Source: an optimization exercise on an open RTL-to-GDS flow (aim: small area, a short achievable clock period and few clock cycles per item). Production flows keep margins and buffers that such runs may drop.
Where RTL was checked, it was by simulation tests only, not by an equivalence proof against the original.

==> inputs of run E <==
Design matrix_mult_top, start of the top module:
module matrix_mult_top (
  input  wire                           ap_clk,
  input  wire                           areset,
  input  wire                           i_start,
  output logic                          o_idle,
  output logic                          o_done,
  input  wire                           i_a_valid,
  output logic                          o_a_ready,
  input  wire  [4*16-1:0] i_a_data,
  input  wire                           i_b_valid,
  output logic                          o_b_ready,
  input  wire  [4*16-1:0] i_b_data,
  output logic                          o_c_valid,
  input  wire                           i_c_ready,
  output logic [4*32-1:0]  o_c_data,
  output logic                          o_c_last
);
export LEC_CHECK = 0
export CAP_MARGIN = 20
export CORE_MARGIN = 2
export CORE_UTILIZATION = 40
export SLEW_MARGIN = 20
export SETUP_SLACK_MARGIN = 5.5
export BUFFER_PORTS_ARGS = -buffer_cell sky130_fd_sc_hd__buf_2
create_clock -name core_clock -period 8.5 [get_ports {ap_clk}]
standard.sh (not shown) runs the stock make flow with config.mk's settings and CLKGATE_MAP_FILE= SYNTH_SCRIPT=/design/flow/synth_recipe.tcl, a recipe that flattens the netlist after the stock synthesis.
==> flow/flow/run.sh <==
#!/bin/bash
# The standard layout (standard.sh) with these settings added to its
# config.mk:
#  - every port buffer is a buf_2 cell
#  - timing repair aims at a 5.5 ns setup margin
# standard.sh writes every tool's log under orfs/logs; its own output goes
# to standard.log here.
set -e
cat >> config.mk <<'CFG'

export SETUP_SLACK_MARGIN = 5.5
export BUFFER_PORTS_ARGS = -buffer_cell sky130_fd_sc_hd__buf_2
CFG
bash standard.sh > standard.log 2>&1
==> run Y: changes against run E <==
--- a/flow/design.v
+++ b/flow/design.v
@@ -368,28 +368,33 @@
   logic [1:0]  ph;
   logic [1:0]  kb;           
   logic        inbeat;       
   logic        intake_done;  
   logic        spec1;        
   logic        spec2;        
-  logic        eq_r;         
+  logic [8:0]  eq_r;         
   logic        take0;
   logic        cap;
   logic        xfer;
   logic [15:0] a_raw;
   logic [63:0] b0;
   always_ff @(posedge ap_clk) begin
-    eq_r <= i_a_valid & i_b_valid & (i_a_data[15:0] == a_raw) & (i_b_data == b0);
+    eq_r[0] <= i_a_valid & i_b_valid;
+    eq_r[1] <= (i_a_data[7:0] == a_raw[7:0]);
+    eq_r[2] <= (i_a_data[15:8] == a_raw[15:8]);
+    for (int g = 0; g < 6; g++) begin
+      eq_r[3+g] <= (i_b_data[11*g +: 11] == b0[11*g +: 11]);
+    end
   end
   assign take0 = busy & ~intake_done & ~inbeat & (ph == 2'd0) & i_a_valid & i_b_valid;
   assign cap   = ~busy | take0 | inbeat;
   always_ff @(posedge ap_clk) begin
     if (areset) begin
       xfer <= 1'b0;
     end else begin
-      xfer <= inbeat & (ph == 2'd2) & ~(spec2 & ~eq_r);
+      xfer <= inbeat & (ph == 2'd2) & ~(spec2 & ~(&eq_r));
     end
   end
   assign o_a_ready = xfer;
   assign o_b_ready = xfer;
   always_ff @(posedge ap_clk) begin
     if (areset) begin
@@ -407,13 +412,13 @@
       spec1       <= 1'b1;
       spec2       <= 1'b0;
     end else begin
       spec1 <= 1'b0;
       spec2 <= spec1;
       ph    <= (busy & ~job_end) ? ph + 2'd1 : 2'd0;
-      if (spec2 & ~eq_r) begin
+      if (spec2 & ~(&eq_r)) begin
         inbeat <= 1'b0;
       end else if (take0) begin
         inbeat <= 1'b1;
       end else if (xfer) begin
         inbeat <= 1'b0;
       end
@@ -492,36 +497,24 @@
     end
   end
   for (genvar j = 0; j < 4; j++) begin : g_acc
     logic [31:0] acc [1:3];
     logic [31:0] x1;
     logic [31:0] y1;
-    logic [31:0] x2;
-    logic [31:0] y2;
-    logic [16:0] lo;
-    logic [15:0] a0_lo;
-    logic [15:0] a0_hs;
-    logic [15:0] a0_hc;
-    logic        a0_ci;
-    logic [16:0] a0_hi;
+    logic [31:0] a0_x;
+    logic [31:0] a0_y;
     logic [31:0] a0_sum;
     assign x1 = acc[3] ^ r0_1[j] ^ r1_1[j];
     assign y1 = {(acc[3][30:0] & r0_1[j][30:0]) | (acc[3][30:0] & r1_1[j][30:0])
                  | (r0_1[j][30:0] & r1_1[j][30:0]), 1'b0};
-    assign x2 = x1 ^ y1 ^ r2_1[j];
-    assign y2 = {(x1[30:0] & y1[30:0]) | (x1[30:0] & r2_1[j][30:0])
-                 | (y1[30:0] & r2_1[j][30:0]), 1'b0};
-    assign lo = {1'b0, x2[15:0]} + {1'b0, y2[15:0]};
-    assign a0_hi  = {a0_hs, a0_ci} + {a0_hc, a0_ci};
-    assign a0_sum = {a0_hi[16:1], a0_lo};
+    assign a0_sum = a0_x + a0_y;
     assign res[32*j +: 32] = a0_sum;
     always_ff @(posedge ap_clk) begin
-      a0_lo  <= lo[15:0];
-      a0_ci  <= lo[16];
-      a0_hs  <= x2[31:16];
-      a0_hc  <= y2[31:16];
+      a0_x   <= x1 ^ y1 ^ r2_1[j];
+      a0_y   <= {(x1[30:0] & y1[30:0]) | (x1[30:0] & r2_1[j][30:0])
+                 | (y1[30:0] & r2_1[j][30:0]), 1'b0};
       acc[1] <= a0_sum;
       acc[2] <= acc[1];
       acc[3] <= acc[2] & {32{~first0}};
     end
   end
   logic [1:0]   row2;
==> flow/flow/run.sh (replaced) <==
#!/bin/bash
# The standard layout (standard.sh) with these settings added to its
# config.mk (65% core utilization comes from config.mk):
#  - Yosys synth without its early abc -fast pass (-noabc), so that the
#    carry-save trees map to full-adder cells without extra inverters;
#    the registers and their names are the same as the standard synthesis
#  - every port buffer is a buf_2 cell
#  - timing repair aims at a 5.6 ns setup margin
#  - clock tree sink clusters of at most 25 sinks and 80 um
# standard.sh writes every tool's log under orfs/logs; its own output goes
# to standard.log here.
set -e
cat >> config.mk <<'CFG'
export SYNTH_ARGS = -noabc
export SETUP_SLACK_MARGIN = 5.6
export CTS_CLUSTER_SIZE = 25
export CTS_CLUSTER_DIAMETER = 80
export BUFFER_PORTS_ARGS = -buffer_cell sky130_fd_sc_hd__buf_2
CFG
bash standard.sh > standard.log 2>&1
- CORE_UTILIZATION: 40 -> 65
- CTS_CLUSTER_DIAMETER: not set -> 80
- CTS_CLUSTER_SIZE: not set -> 25
- SETUP_SLACK_MARGIN: 5.5 -> 5.6
- SYNTH_ARGS: not set -> -noabc
==> summary of the runs <==
- Run Y completed with no timing, DRC or antenna violations. Run E finished with timing, DRC and antenna clean.
- Against run E, the setup slack of run Y is higher by 0.22 ns.
- Against run Y, the cell area of run E is larger by 5.4%.
- Non-clock buffer count: run E is higher than run Y (37).
- Of run E and run Y, run E has the higher clock-buffer cell count (gap 100).
Testbench counts of run Y, summed over its fixed seeds: cycles 7,680, jobs 384.
For run E, only the layout was checked, not whether the RTL still works.

[port drivers added, routing unchanged]
The results above use ideal ports. As a check the final layouts listed here were re-extracted and re-timed, cells and wires unchanged. Step 1, drivers: a clkbuf_16 drives ap_clk and a buf_2 each remaining input, both assumed. Step 2 times the ports against the registers' clock, not the clock port: input delays grow and output delays shrink by t, the midpoint of the rising clock arrivals with the driver on. a / b / c = ideal ports / drivers / drivers and shift; a / b = the first two.
| run | t (ns) | setup WS [ns] | clock arrival spread, ns |
|---|---|---|---|
| run E | 0.846 | 5.332 / 5.321 / 4.616 | 0.048 / 0.048 |
| run Y | 0.754 | 5.548 / 5.476 / 5.165 | 0.031 / 0.031 |
After both steps every run listed still meets setup and hold. For run E, which loses most, drivers alone change the setup slack by -0.011 ns; drivers and shift together by -0.716 ns.
